From an optimization exercise on the open Yosys and OpenROAD flow, aimed at small area, a short achievable clock period and few clock cycles per item; shortcuts taken in it are not production practice. For this run, only the layout was checked, not whether the RTL still works.

==> design/flow/design.v <==
package gsu_pkg;
  localparam int GRID     = 40;    
  localparam int CMAX     = 9;     
  localparam int HEIGHT_W = 8;
  localparam int T_W      = 6;     
  localparam logic [1:0] STATUS_OK      = 2'd0;
  localparam logic [1:0] STATUS_ADDR    = 2'd1;
  localparam logic [1:0] STATUS_SPACING = 2'd2;
endpackage
module gsu_csa #(
  parameter int W = 15
) (
  input  logic [W-1:0] a_i,
  input  logic [W-1:0] b_i,
  input  logic [W-1:0] c_i,
  output logic [W-1:0] s_o,
  output logic [W-1:0] cy_o
);
  logic [W-1:0] maj;
  assign s_o  = a_i ^ b_i ^ c_i;
  assign maj  = (a_i & b_i) | (a_i & c_i) | (b_i & c_i);
  assign cy_o = {maj[W-2:0], 1'b0};
endmodule
module gsu_mul_cs (
  input  logic [8:0]  d_i,
  input  logic [5:0]  w_i,
  output logic [14:0] s_o,
  output logic [14:0] c_o
);
  logic [14:0] sd;
  logic [14:0] r0, r1, r2, r3, r4, k;
  logic [14:0] s1a, c1a, s1b, c1b, s2, c2;
  assign sd = {{6{d_i[8]}}, d_i};
  assign r0 = w_i[0] ? sd : '0;
  assign r1 = w_i[1] ? (sd << 1) : '0;
  assign r2 = w_i[2] ? (sd << 2) : '0;
  assign r3 = w_i[3] ? (sd << 3) : '0;
  assign r4 = w_i[5] ? (sd << 5) : (w_i[4] ? (sd << 4) : '0);
  assign k  = 15'd10240;
  gsu_csa u_l1a (.a_i(r0),  .b_i(r1),  .c_i(r2), .s_o(s1a), .cy_o(c1a));
  gsu_csa u_l1b (.a_i(r3),  .b_i(r4),  .c_i(k),  .s_o(s1b), .cy_o(c1b));
  gsu_csa u_l2  (.a_i(s1a), .b_i(c1a), .c_i(s1b), .s_o(s2),  .cy_o(c2));
  gsu_csa u_l3  (.a_i(s2),  .b_i(c2),  .c_i(c1b), .s_o(s_o), .cy_o(c_o));
endmodule
module gsu_div5_step (
  input  logic [2:0] rem_i,
  input  logic       bit_i,
  output logic       q_o,
  output logic [2:0] rem_o
);
  logic r2, r1, r0, b;
  assign {r2, r1, r0} = rem_i;
  assign b        = bit_i;
  assign q_o      = r2 | (r1 & r0) | (r1 & b);
  assign rem_o[2] = (r1 & ~r0 & ~b) | (r2 & b);
  assign rem_o[1] = (r0 & ~r1) | (r1 & r0 & b) | (r2 & ~b);
  assign rem_o[0] = (~r1 & ~r2 & b) | (r1 & r0 & ~b) | (r2 & ~b);
endmodule
module gsu_div5_steps #(
  parameter int N = 1
) (
  input  logic [2:0]   rem_i,
  input  logic [N-1:0] bits_i,
  output logic [N-1:0] q_o,
  output logic [2:0]   rem_o
);
  logic [2:0] rem [N+1];
  assign rem[N] = rem_i;
  for (genvar k = N - 1; k >= 0; k--) begin : g_step
    gsu_div5_step u_step (.rem_i(rem[k+1]), .bit_i(bits_i[k]), .q_o(q_o[k]), .rem_o(rem[k]));
  end
  assign rem_o = rem[0];
endmodule
module gsu_add #(
  parameter int W = 8
) (
  input  logic [W-1:0] a_i,
  input  logic [W-1:0] b_i,
  input  logic         ci_i,
  output logic [W-1:0] s_o
);
  localparam int L = (W > 1) ? $clog2(W) : 1;
  logic [W-1:0] g [L+1];
  logic [W-1:0] p [L+1];
  logic [W-1:0] hp;
  assign hp   = a_i ^ b_i;
  assign g[0] = (a_i & b_i) | {{(W-1){1'b0}}, hp[0] & ci_i};
  assign p[0] = hp;
  for (genvar l = 0; l < L; l++) begin : g_lvl
    for (genvar i = 0; i < W; i++) begin : g_bit
      if (((i >> l) & 1) == 1) begin : g_node
        localparam int J = ((i >> l) << l) - 1;
        assign g[l+1][i] = g[l][i] | (p[l][i] & g[l][J]);
        assign p[l+1][i] = p[l][i] & p[l][J];
      end else begin : g_pass
        assign g[l+1][i] = g[l][i];
        assign p[l+1][i] = p[l][i];
      end
    end
  end
  assign s_o = hp ^ {g[L][W-2:0], ci_i};
endmodule
module gsu_ram (
  input  logic       clk_i,
  input  logic       we_i,
  input  logic [8:0] rsel_i,
  input  logic [8:0] csel_i,    
  input  logic [8:0] crd_i,     
  input  logic       ph_i,      
  input  logic [7:0] wdata_i,
  output logic [7:0] e_o,       
  output logic [7:0] o_o        
);
  logic [7:0] mem_q [9][9];
  logic [7:0] row [9];
  logic [8:0] rrd;
  always_ff @(posedge clk_i) begin
    for (int r = 0; r < 9; r++) begin
      for (int c = 0; c < 9; c++) begin
        if (we_i && rsel_i[r] && csel_i[c]) mem_q[r][c] <= wdata_i;
      end
    end
  end
  always_comb begin
    for (int r = 0; r < 9; r++) rrd[r] = rsel_i[r] && (ph_i == ((r % 2) == 1));
    for (int c = 0; c < 9; c++) begin
      row[c] = '0;
      for (int r = 0; r < 9; r++) row[c] = row[c] | (mem_q[r][c] & {8{rrd[r]}});
    end
    e_o = '0;
    o_o = '0;
    for (int c = 0; c < 9; c += 2) e_o = e_o | (row[c] & {8{crd_i[c]}});
    for (int c = 1; c < 9; c += 2) o_o = o_o | (row[c] & {8{crd_i[c]}});
  end
endmodule
module gsu_queue #(
  parameter int LIMIT = 4,    
  parameter int NBUF  = 3     
) (
  input  logic       clk_i,
  input  logic       rst_ni,
  input  logic       acc_i,       
  output logic       ready_o,
  input  logic       res_valid_i,
  input  logic [9:0] res_data_i,
  output logic       out_valid_o,
  input  logic       out_ready_i,
  output logic [9:0] out_data_o
);
  localparam int CW = $clog2(LIMIT + 1);
  logic [CW-1:0] owed_q, owed_d;
  logic          ready_q;
  logic          ov_q;
  logic [9:0]    od_q;
  logic [9:0]    buf_q [NBUF];
  logic [NBUF-1:0] wp_q, rp_q;     
  logic          bempty_q;
  logic [NBUF:0] bcnt_q;           
  logic          take, ofree, pop, push;
  logic [9:0]    head;
  assign take  = ov_q && out_ready_i;
  assign ofree = !ov_q || out_ready_i;
  assign pop   = ofree && !bcnt_q[0];
  assign push  = res_valid_i && !(ofree && bcnt_q[0]);
  always_comb begin
    head = '0;
    for (int i = 0; i < NBUF; i++) head = head | (buf_q[i] & {10{rp_q[i]}});
  end
  always_comb begin
    owed_d = owed_q;
    if (acc_i && !take) owed_d = owed_q + CW'(1);
    else if (!acc_i && take) owed_d = owed_q - CW'(1);
  end
  always_ff @(posedge clk_i or negedge rst_ni) begin
    if (!rst_ni) begin
      owed_q  <= '0;
      ready_q <= 1'b0;
      ov_q    <= 1'b0;
      wp_q    <= NBUF'(1);
      rp_q    <= NBUF'(1);
      bcnt_q  <= (NBUF+1)'(1);
    end else begin
      owed_q  <= owed_d;
      ready_q <= !acc_i && (owed_d < CW'(LIMIT));
      if (ofree) ov_q <= !bcnt_q[0] || res_valid_i;
      if (push) wp_q <= {wp_q[NBUF-2:0], wp_q[NBUF-1]};
      if (pop)  rp_q <= {rp_q[NBUF-2:0], rp_q[NBUF-1]};
      if (push && !pop) bcnt_q <= {bcnt_q[NBUF-1:0], 1'b0};
      else if (pop && !push) bcnt_q <= {1'b0, bcnt_q[NBUF:1]};
    end
  end
  always_ff @(posedge clk_i) begin
    if (ofree) od_q <= !bcnt_q[0] ? head : res_data_i;
    for (int i = 0; i < NBUF; i++) begin
      if (push && wp_q[i]) buf_q[i] <= res_data_i;
    end
  end
  assign ready_o     = ready_q;
  assign out_valid_o = ov_q;
  assign out_data_o  = od_q;
endmodule
module gsu_front (
  input  logic        cmd_i,
  input  logic [5:0]  row_i,
  input  logic [5:0]  col_i,
  input  logic [4:0]  sp_i,
  output logic        we_o,       
  output logic        rd_o,       
  output logic [1:0]  status_o,
  output logic [8:0]  rsel_o,
  output logic [8:0]  csel_o,
  output logic [5:0]  tr_o,       
  output logic [5:0]  tc_o        
);
  logic       addr_ld_ok, addr_rd_ok, sp_ok;
  logic [8:0] rsel_rd, csel_rd;
  logic [14:0] rs [5];
  logic [14:0] cs [5];
  function automatic int span_of(input int i);
    case (i)
      0: span_of = 40;
      1: span_of = 20;
      2: span_of = 10;
      3: span_of = 8;
      default: span_of = 5;
    endcase
  endfunction
  for (genvar i = 0; i < 5; i++) begin : g_split
    assign rs[i] = split(row_i, span_of(i));
    assign cs[i] = split(col_i, span_of(i));
  end
  function automatic logic [14:0] split(input logic [5:0] v, input int s);
    logic [8:0] sel;
    logic [5:0] t;
    int q, r, tt;
    sel = '0;
    t   = '0;
    for (int k = 0; k <= 40; k++) begin
      if (v == 6'(k)) begin
        q  = k / s;
        r  = k % s;
        tt = r * (40 / s);
        if (q % 2 == 1) tt = 40 - tt;
        sel = 9'(1) << q;
        if (r != 0) sel = sel | (9'(1) << (q + 1));
        t = 6'(tt);
      end
    end
    split = {sel, t};
  endfunction
  always_comb begin
    rsel_rd = '0;
    csel_rd = '0;
    tr_o    = '0;
    tc_o    = '0;
    for (int i = 0; i < 5; i++) begin
      if (sp_i[i]) begin
        rsel_rd = rsel_rd | rs[i][14:6];
        csel_rd = csel_rd | cs[i][14:6];
        tr_o    = tr_o | rs[i][5:0];
        tc_o    = tc_o | cs[i][5:0];
      end
    end
  end
  assign addr_ld_ok = (row_i < 6'd9) && (col_i < 6'd9);
  assign addr_rd_ok = (row_i <= 6'd40) && (col_i <= 6'd40);
  assign sp_ok      = |sp_i;
  always_comb begin
    we_o = 1'b0;
    rd_o = 1'b0;
    if (!cmd_i) begin
      we_o     = addr_ld_ok;
      status_o = addr_ld_ok ? gsu_pkg::STATUS_OK : gsu_pkg::STATUS_ADDR;
      rsel_o   = 9'(1) << row_i[3:0];
      csel_o   = 9'(1) << col_i[3:0];
    end else begin
      rd_o     = addr_rd_ok && sp_ok;
      status_o = !addr_rd_ok ? gsu_pkg::STATUS_ADDR
               : !sp_ok      ? gsu_pkg::STATUS_SPACING : gsu_pkg::STATUS_OK;
      rsel_o   = rsel_rd;
      csel_o   = csel_rd;
    end
  end
endmodule
module gsu_lerp_pipe #(
  parameter int SB = 1
) (
  input  logic          clk_i,
  input  logic          rst_ni,
  input  logic          v_i,
  input  logic [SB-1:0] sb_i,
  input  logic [7:0]    x_i,
  input  logic [7:0]    y_i,
  input  logic [5:0]    w_i,
  output logic          v_o,
  output logic [SB-1:0] sb_o,
  output logic [7:0]    h_o
);
  logic          p1_v, p2_v, p3_v, p4_v;
  logic [SB-1:0] p1_sb, p2_sb, p3_sb, p4_sb;
  logic [7:0]    p1_x, p2_x, p3_x, p4_x;
  logic [8:0]  p1_d;
  logic [5:0]  p1_w;
  logic [14:0] m_s, m_c;
  logic [14:0] p2_s, p2_c;
  gsu_mul_cs u_mul (.d_i(p1_d), .w_i(p1_w), .s_o(m_s), .c_o(m_c));
  logic [14:0] sum3;
  logic [11:0] z;
  logic [1:0]  q3;
  logic [2:0]  r3;
  logic [1:0]  p3_q;
  logic [2:0]  p3_r;
  logic [6:0]  p3_z;
  gsu_add #(.W(15)) u_add3 (.a_i(p2_s), .b_i(p2_c), .ci_i(1'b0), .s_o(sum3));
  assign z    = sum3[14:3];
  gsu_div5_steps #(.N(2)) u_d3 (.rem_i(z[11:9]), .bits_i(z[8:7]), .q_o(q3), .rem_o(r3));
  logic [4:0]  q4;
  logic [2:0]  r4;
  logic [5:0]  p4_q;    
  logic [2:0]  p4_r;
  logic [1:0]  p4_z;
  gsu_div5_steps #(.N(5)) u_d4 (.rem_i(p3_r), .bits_i(p3_z[6:2]), .q_o(q4), .rem_o(r4));
  logic [1:0]  q5;
  logic [2:0]  r5;
  logic [8:0]  d1;
  gsu_add #(.W(9)) u_sub1 (.a_i({1'b0, y_i}), .b_i(~{1'b0, x_i}), .ci_i(1'b1), .s_o(d1));
  gsu_add #(.W(8)) u_add5 (.a_i(p4_x), .b_i({p4_q, q5}), .ci_i(1'b0), .s_o(h_o));
  gsu_div5_steps #(.N(2)) u_d5 (.rem_i(p4_r), .bits_i(p4_z), .q_o(q5), .rem_o(r5));
  always_ff @(posedge clk_i or negedge rst_ni) begin
    if (!rst_ni) begin
      p1_v <= 1'b0;
      p2_v <= 1'b0;
      p3_v <= 1'b0;
      p4_v <= 1'b0;
    end else begin
      p1_v <= v_i;
      p2_v <= p1_v;
      p3_v <= p2_v;
      p4_v <= p3_v;
    end
  end
  always_ff @(posedge clk_i) begin
    p1_sb <= sb_i;
    p1_x  <= x_i;
    p1_d  <= d1;
    p1_w  <= w_i;
    p2_sb <= p1_sb;
    p2_x  <= p1_x;
    p2_s  <= m_s;
    p2_c  <= m_c;
    p3_sb <= p2_sb;
    p3_x  <= p2_x;
    p3_q  <= q3;
    p3_r  <= r3;
    p3_z  <= z[6:0];
    p4_sb <= p3_sb;
    p4_x  <= p3_x;
    p4_q  <= {p3_q[0], q4};
    p4_r  <= r4;
    p4_z  <= p3_z[1:0];
  end
  assign v_o  = p4_v;
  assign sb_o = p4_sb;
endmodule
module grid_linear_upsampler (
  input  logic        clk_i,
  input  logic        rst_ni,
  input  logic        in_valid_i,
  output logic        in_ready_o,
  input  logic [20:0] in_data_i,
  output logic        out_valid_o,
  input  logic        out_ready_i,
  output logic [9:0]  out_data_o,
  input  logic        cfg_we_i,
  input  logic [3:0]  cfg_data_i
);
  logic [4:0] sp_q;
  logic [4:0] sp_d;
  always_comb begin
    unique case (cfg_data_i)
      4'd2:    sp_d = 5'b00001;
      4'd3:    sp_d = 5'b00010;
      4'd5:    sp_d = 5'b00100;
      4'd6:    sp_d = 5'b01000;
      4'd9:    sp_d = 5'b10000;
      default: sp_d = 5'b00000;
    endcase
  end
  always_ff @(posedge clk_i or negedge rst_ni) begin
    if (!rst_ni)       sp_q <= 5'b00100;
    else if (cfg_we_i) sp_q <= sp_d;
  end
  logic       acc;
  logic       f_we, f_rd;
  logic [1:0] f_st;
  logic [8:0] f_rsel, f_csel;
  logic [5:0] f_tr, f_tc;
  assign acc = in_valid_i && in_ready_o;
  gsu_front u_front (
    .cmd_i    (in_data_i[20]),
    .row_i    (in_data_i[19:14]),
    .col_i    (in_data_i[13:8]),
    .sp_i     (sp_q),
    .we_o     (f_we),
    .rd_o     (f_rd),
    .status_o (f_st),
    .rsel_o   (f_rsel),
    .csel_o   (f_csel),
    .tr_o     (f_tr),
    .tc_o     (f_tc)
  );
  logic       s1_p0, s1_p1, s1_we, s1_rd;
  logic [1:0] s1_st;
  logic [8:0] s1_rsel, s1_csel;
  logic [5:0] s1_tr, s1_tc;
  logic [7:0] s1_wd;
  always_ff @(posedge clk_i or negedge rst_ni) begin
    if (!rst_ni) begin
      s1_p0 <= 1'b0;
      s1_p1 <= 1'b0;
      s1_we <= 1'b0;
    end else begin
      s1_p0 <= acc;
      s1_p1 <= s1_p0;
      s1_we <= acc && f_we;
    end
  end
  always_ff @(posedge clk_i) begin
    if (acc) begin
      s1_rd   <= f_rd;
      s1_st   <= f_st;
      s1_rsel <= f_rsel;
      s1_csel <= f_csel;
      s1_tr   <= f_tr;
      s1_tc   <= f_tc;
      s1_wd   <= in_data_i[7:0];
    end
  end
  logic [7:0] r_e, r_o;
  gsu_ram u_store (
    .clk_i   (clk_i),
    .we_i    (s1_we),
    .rsel_i  (s1_rsel),
    .csel_i  (s1_csel),
    .crd_i   (s1_csel & {9{s1_rd}}),
    .ph_i    (s1_p1),
    .wdata_i (s1_wd),
    .e_o     (r_e),
    .o_o     (r_o)
  );
  logic       s2_v, s2_ph;
  logic [1:0] s2_st;
  logic [5:0] s2_tr, s2_tc;
  logic [7:0] s2_e, s2_o;
  always_ff @(posedge clk_i or negedge rst_ni) begin
    if (!rst_ni) s2_v <= 1'b0;
    else         s2_v <= s1_p0 || s1_p1;
  end
  always_ff @(posedge clk_i) begin
    s2_ph <= s1_p1;
    s2_st <= s1_st;
    s2_tr <= s1_tr;
    s2_tc <= s1_tc;
    s2_e  <= r_e;
    s2_o  <= r_o;
  end
  logic        h_v;
  logic [8:0]  h_sb;
  logic [7:0]  h_h;
  gsu_lerp_pipe #(.SB(9)) u_hlerp (
    .clk_i  (clk_i),
    .rst_ni (rst_ni),
    .v_i    (s2_v),
    .sb_i   ({s2_ph, s2_st, s2_tr}),
    .x_i    (s2_e),
    .y_i    (s2_o),
    .w_i    (s2_tc),
    .v_o    (h_v),
    .sb_o   (h_sb),
    .h_o    (h_h)
  );
  logic       h4_v, h4_ph;
  logic [1:0] h4_st;
  logic [5:0] h4_tr;
  logic [7:0] h4_h, h5_h;
  always_ff @(posedge clk_i or negedge rst_ni) begin
    if (!rst_ni) h4_v <= 1'b0;
    else         h4_v <= h_v && h_sb[8];
  end
  always_ff @(posedge clk_i) begin
    {h4_ph, h4_st, h4_tr} <= h_sb;
    h4_h <= h_h;
    h5_h <= h4_h;
  end
  logic       v_v;
  logic [1:0] v_st;
  logic [7:0] v_h;
  gsu_lerp_pipe #(.SB(2)) u_vlerp (
    .clk_i  (clk_i),
    .rst_ni (rst_ni),
    .v_i    (h4_v),
    .sb_i   (h4_st),
    .x_i    (h5_h),
    .y_i    (h4_h),
    .w_i    (h4_tr),
    .v_o    (v_v),
    .sb_o   (v_st),
    .h_o    (v_h)
  );
  gsu_queue #(.LIMIT(7), .NBUF(6)) u_queue (
    .clk_i       (clk_i),
    .rst_ni      (rst_ni),
    .acc_i       (acc),
    .ready_o     (in_ready_o),
    .res_valid_i (v_v),
    .res_data_i  ({v_h, v_st}),
    .out_valid_o (out_valid_o),
    .out_ready_i (out_ready_i),
    .out_data_o  (out_data_o)
  );
endmodule
==> design/flow/run.sh <==
#!/bin/bash
# synth_recipe.tcl (not shown) runs the flow's synth.tcl, then flattens the netlist and writes it again
# the make line also repeats each setting of config.mk as NAME=value (left out here)
make -C /OpenROAD-flow-scripts/flow DESIGN_CONFIG=/design/flow/config.mk WORK_HOME=/design/flow/orfs CLKGATE_MAP_FILE= SYNTH_SCRIPT=/design/flow/synth_recipe.tcl finish
==> design/flow/config.mk <==
export PLATFORM = sky130hd
export DESIGN_NAME = grid_linear_upsampler
export DESIGN_NICKNAME = grid_linear_upsampler
export VERILOG_FILES = /design/flow/design.v
export SDC_FILE = /design/flow/constraint.sdc
export NUM_CORES = 4
export LEC_CHECK = 0
export ABC_CLOCK_PERIOD_IN_PS = 2500
export CAP_MARGIN = 20
export CORE_MARGIN = 2
export CORE_UTILIZATION = 40
export PLACE_DENSITY = 0.6
export SETUP_SLACK_MARGIN = 5
export SLEW_MARGIN = 20
==> design/flow/constraint.sdc <==
create_clock -name core_clock -period 8.0 [get_ports {clk_i}]
set_input_delay 1.6000 -clock core_clock [delete_from_list [all_inputs] [get_ports {clk_i}]]
set_output_delay 1.6000 -clock core_clock [all_outputs]
set_load 0.01 [all_outputs]
==> run notes <==
[worst paths after layout]
path,start,end,slack [ns],cells past startpoint
max in group asynchronous,rst_ni,s1_p1,6.59,1
min in group asynchronous,rst_ni,u_queue.rp_q[1],0.91,1
hold / removal,u_vlerp.p1_x[0],u_vlerp.p2_x[0],0.28,0
setup reg to reg,u_vlerp.p4_r[1],u_queue.od_q[9],4.91,14
hold reg to reg,u_vlerp.p1_x[0],u_vlerp.p2_x[0],0.28,0
setup / recovery,u_vlerp.p4_r[1],u_queue.od_q[9],4.91,14
[area by class of cell]
type / count / area (um^2) / area share (%)
Tap cell: 1403 / 1760 / 3.54
Inverter: 98 / 388 / 0.783
Multi-Input combinational cell: 1730 / 13100 / 26.3
Clock buffer: 136 / 2910 / 5.88
Timing Repair Buffer: 121 / 1270 / 2.56
Clock inverter: 60 / 668 / 1.35
Sequential cell: 1084 / 29500 / 59.6
[placed cells by master (no fill, tap or decap), types with 20 or more instances in the layout]
master     netlist  routed
o21ai_0        123     113
nand3_1         73      72
dfrtp_1         38      35
clkinv_2         0      20
inv_1           97      93
ha_1            71      69
buf_4            3      61
xnor2_1         30      27
nand2b_1        30      27
a221oi_1        52      51
and2_1          73      69
mux2_2          27      24
dfxtp_1        283     282
a31oi_1         40      40
fa_1            76      73
nor3_1          29      27
a22oi_1        179     179
a222oi_1        65      65
nor2b_1         31      22
a21oi_1        114     110
a22o_1          41      41
edfxtp_1       759     759
nand2_1        174     168
nor2_1          91      82
and3_1          99      99
clkbuf_16        0     114
[registers in the layout, summed over array words and instances, names as in the netlist, 10 cells and up]
signal / flops
u_queue.od_q: 10
u_queue.buf_q: 60
u_hlerp.p2_s: 12
u_vlerp.p2_c: 11
u_vlerp.p2_s: 12
u_store.mem_q: 648
u_hlerp.p2_c: 11
[power groups by stage]
stage,clock [mW],combinational [mW],sequential [mW]
finish,5.03,4.94,7.56
global route,5.35,5.59,7.65
CTS,5.13,4.90,7.57
detailed placement,0,4.73,7.69
global placement,0,4.63,7.68
floorplan,0,3.56,7.45
[metal layers]
layer | GRT usage [%] | up-vias | share of wire [%]
met1 | 24.7 | 13400 | 41
met2 | 30.9 | 1097 | 49
met3 | 3.24 | 187 | 7.5
met4 | 5.19 | 2 | 2.4
met5 | 0 | - | 0.016
li1 | - | 12100 | -
[worst reg2reg max path: cells and delay by family (launching register included)]
kind	cells	cell delay, ns
AND/OR/NAND/NOR	1	0.06
XOR/XNOR	1	0.14
flip-flops	1	0.34
AO/OA/AOI/OAI	6	0.96
adder cells (fa/ha/maj)	3	0.89
multiplexers	1	0.26
buffers and inverters	2	0.18
[cell usage after synthesis, types with 13 or more instances]
master / count / area (um^2)
buf_1: 27 / 101
buf_2: 22 / 110
o21a_1: 13 / 97.6
a22o_1: 41 / 359
xnor2_1: 30 / 263
or3_1: 13 / 81.3
mux2i_1: 13 / 130
fa_1: 76 / 1520
nor3_1: 29 / 145
o21ai_0: 123 / 616
dfrtp_1: 38 / 951
a21o_1: 16 / 120
ha_1: 71 / 888
and2_1: 73 / 457
a22oi_1: 179 / 1340
a221oi_1: 52 / 455
inv_1: 97 / 364
clkbuf_1: 150 / 563
o211ai_1: 14 / 105
nand2_1: 174 / 653
dfxtp_1: 283 / 5670
o31ai_1: 15 / 113
o22ai_1: 17 / 106
edfxtp_1: 759 / 22800
nand2b_1: 30 / 188
nor2b_1: 31 / 194
a21oi_1: 114 / 571
xor2_1: 17 / 149
nor2_1: 91 / 342
mux2_2: 27 / 304
nand3_1: 73 / 365
and3_1: 99 / 619
a211oi_1: 19 / 143
a222oi_1: 65 / 651
a31oi_1: 40 / 250
[cell families (layout without fill, tap and decap cells)]
logic type / Yosys count / after routing / share of synthesized area (%)
adder cells (fa/ha/maj): 153 / 153 / 5.68
multiplexers: 40 / 40 / 0.999
flip-flops: 1084 / 1084 / 67.9
buffers and inverters: 304 / 415 / 2.78
AND/OR/NAND/NOR: 667 / 668 / 7.96
XOR/XNOR: 47 / 47 / 0.947
AO/OA/AOI/OAI: 822 / 822 / 13.7
[repair_timing]
action,4_1_cts,5_1_grt
gates cloned,3,5
setup buffers,9,14
pin swaps,11,13
resized for setup,90,48
endpoints found under the setup margin,80,46
==> flow_metrics.env <==
export IMPL_status="no timing/DRC/antenna violations"
export IMPL_swShare_pct=31.8
export IMPL_rsz0062_at_grt="yes"
export IMPL_comb_power_share_pct=28.2
export IMPL_crit_buf_inv=2
export IMPL_final_max_slew_violation_count=0
export IMPL_grt_max_degree=82
export IMPL_numCtsBuffers=106
export IMPL_fin_cells=4632
export IMPL_path_cells="inv_2 > maj3_2 > nand2_2 > o311ai_2 > ha_2 > fa_2 > a21o_1 > a21o_1 > a21o_1 > a21oi_2 > o21bai_2 > xnor2_2 > buf_6 > mux2_4"
export IMPL_clock_path_buffers=3
export IMPL_crit_path_frequent_cell="a21o_1"
export IMPL_die_x_um=334
export IMPL_ys_flop_type="edfxtp_1"
export IMPL_post_route_drc_count=0
export IMPL_synth_distinct_cells=86
export IMPL_startpoint_type="flop"
export IMPL_fin_worst_skew_ns=0.0734
export IMPL_synth_cells=3117
export IMPL_fp_coreArea_mm2=0.107
export IMPL_vias=26800
export IMPL_slew_headroom_pct=31.0
export IMPL_fmax_ghz=0.324
export IMPL_hpwl_um=61900
export IMPL_p_switching_mw=5.58
export IMPL_crit_family="compound AO/OA/AOI/OAI gates"
export IMPL_power_density_mw_per_mm2=354
export IMPL_crit_path_end_kind="flop"
export IMPL_hold_class="reg -> reg"
export IMPL_crit_path_max_incr_delay_ns=0.37
export IMPL_async_flop_share_pct=3.87
export IMPL_clockPowerShare_pct=28.7
export IMPL_tightest_slew_ns=1.03
export IMPL_min_period_ns=3.09
export IMPL_crit_required_ns=8.44
export IMPL_cts_tree="yes"
export IMPL_post_place_ws_ns=3.74
export IMPL_utilization_pct=46.2
export IMPL_drive_gt1_share_pct=11.2
export IMPL_period_share_pct=38.6
export IMPL_slowest_stage="fa_2"
export IMPL_nFillCells=9413
export IMPL_final_area_mm2=0.0496
export IMPL_synth_edf_count=759
export IMPL_track_usage_pct=18.5
export IMPL_grt_pass1_vias=26200
export IMPL_peakVddDrop_uv=185
export IMPL_drt_wl_total_um=106000
export IMPL_synth_area_mm2=0.0435
export IMPL_grt_remaining_overflow=0
export IMPL_hold_viol_final=0
export IMPL_critical_path_class="reg -> reg"
export IMPL_routed_via_density=5.78
export IMPL_syn_area_per_cell_um2=13.9
export IMPL_num_io_pins=42
export IMPL_place_gp_congestion=0.856
export IMPL_synth_nets=3294
export IMPL_design_power_total_mw=17.5
export IMPL_clk_latency_ns=0.72
export IMPL_dp_cells=4405
export IMPL_antenna_cells=0
export IMPL_fin_hold_ws_ns=0.283
export IMPL_cts_hold_buffers=0
export IMPL_start_util_pct=40.5
export IMPL_io_buffers=41
export IMPL_p_leak_nw=17.8
export IMPL_grt_pass1_wl_um=159000
export IMPL_yosysWarnings=26
export IMPL_worst_slack_ns=4.91
export IMPL_setup_viol=0
export IMPL_critPathArrivalTime_ns=3.52
export IMPL_die_area_mm2=0.111
export IMPL_yosysSeqAreaShare_pct=67.9
export IMPL_htreeDepth=3
export IMPL_p_seq_share_pct=43.1
export IMPL_drtAntennaViolNets=0
export IMPL_cts_sinks=1084
export IMPL_routedWlPerCell_um=22.8
export IMPL_syn_to_final_growth_pct=14.1
export IMPL_clock_tree_root_cell="clkbuf_16"
export IMPL_placed_area_mm2=0.0453
export IMPL_dr_first_iter_drc_count=3177
export IMPL_rows=120
export IMPL_synth_seq_cells=1084
export IMPL_internal_power_mw=12.0
export IMPL_dr_pass1_iters=6
export IMPL_worstPathMaxFanout=3
export IMPL_drv_cap=0
export IMPL_setup_tns_ns=0
export IMPL_final_nets=3318
export IMPL_clk_pin_slew_ns=0.06
export IMPL_grt_antenna_before_repair=4
export IMPL_fp_dieH_um=334

==> afterwards: timing with drivers on the ports <==
The flow's constraints put no driver on any port. The routed layout listed below was extracted and timed again, unchanged, in two steps.
Step 1: set_driving_cell puts a clkbuf_16 on clk_i and a buf_2 on each other input, an assumption about the parent block.
Step 2 also shifts input and output timing later by t, the mid clock arrival at the registers, as if the neighbouring blocks saw the same clock.
Slacks: ideal / step 1 / step 2; pairs: ideal / step 1.
t (ns): 0.738
slack for setup (ns): 4.914 / 4.914 / 4.342
slew at the worst register clock pin (ns): 0.07 / 0.07
After both steps setup and hold are still met in this run. For this run, drivers alone change the setup slack by 0.000 ns; drivers and shift together by -0.572 ns.
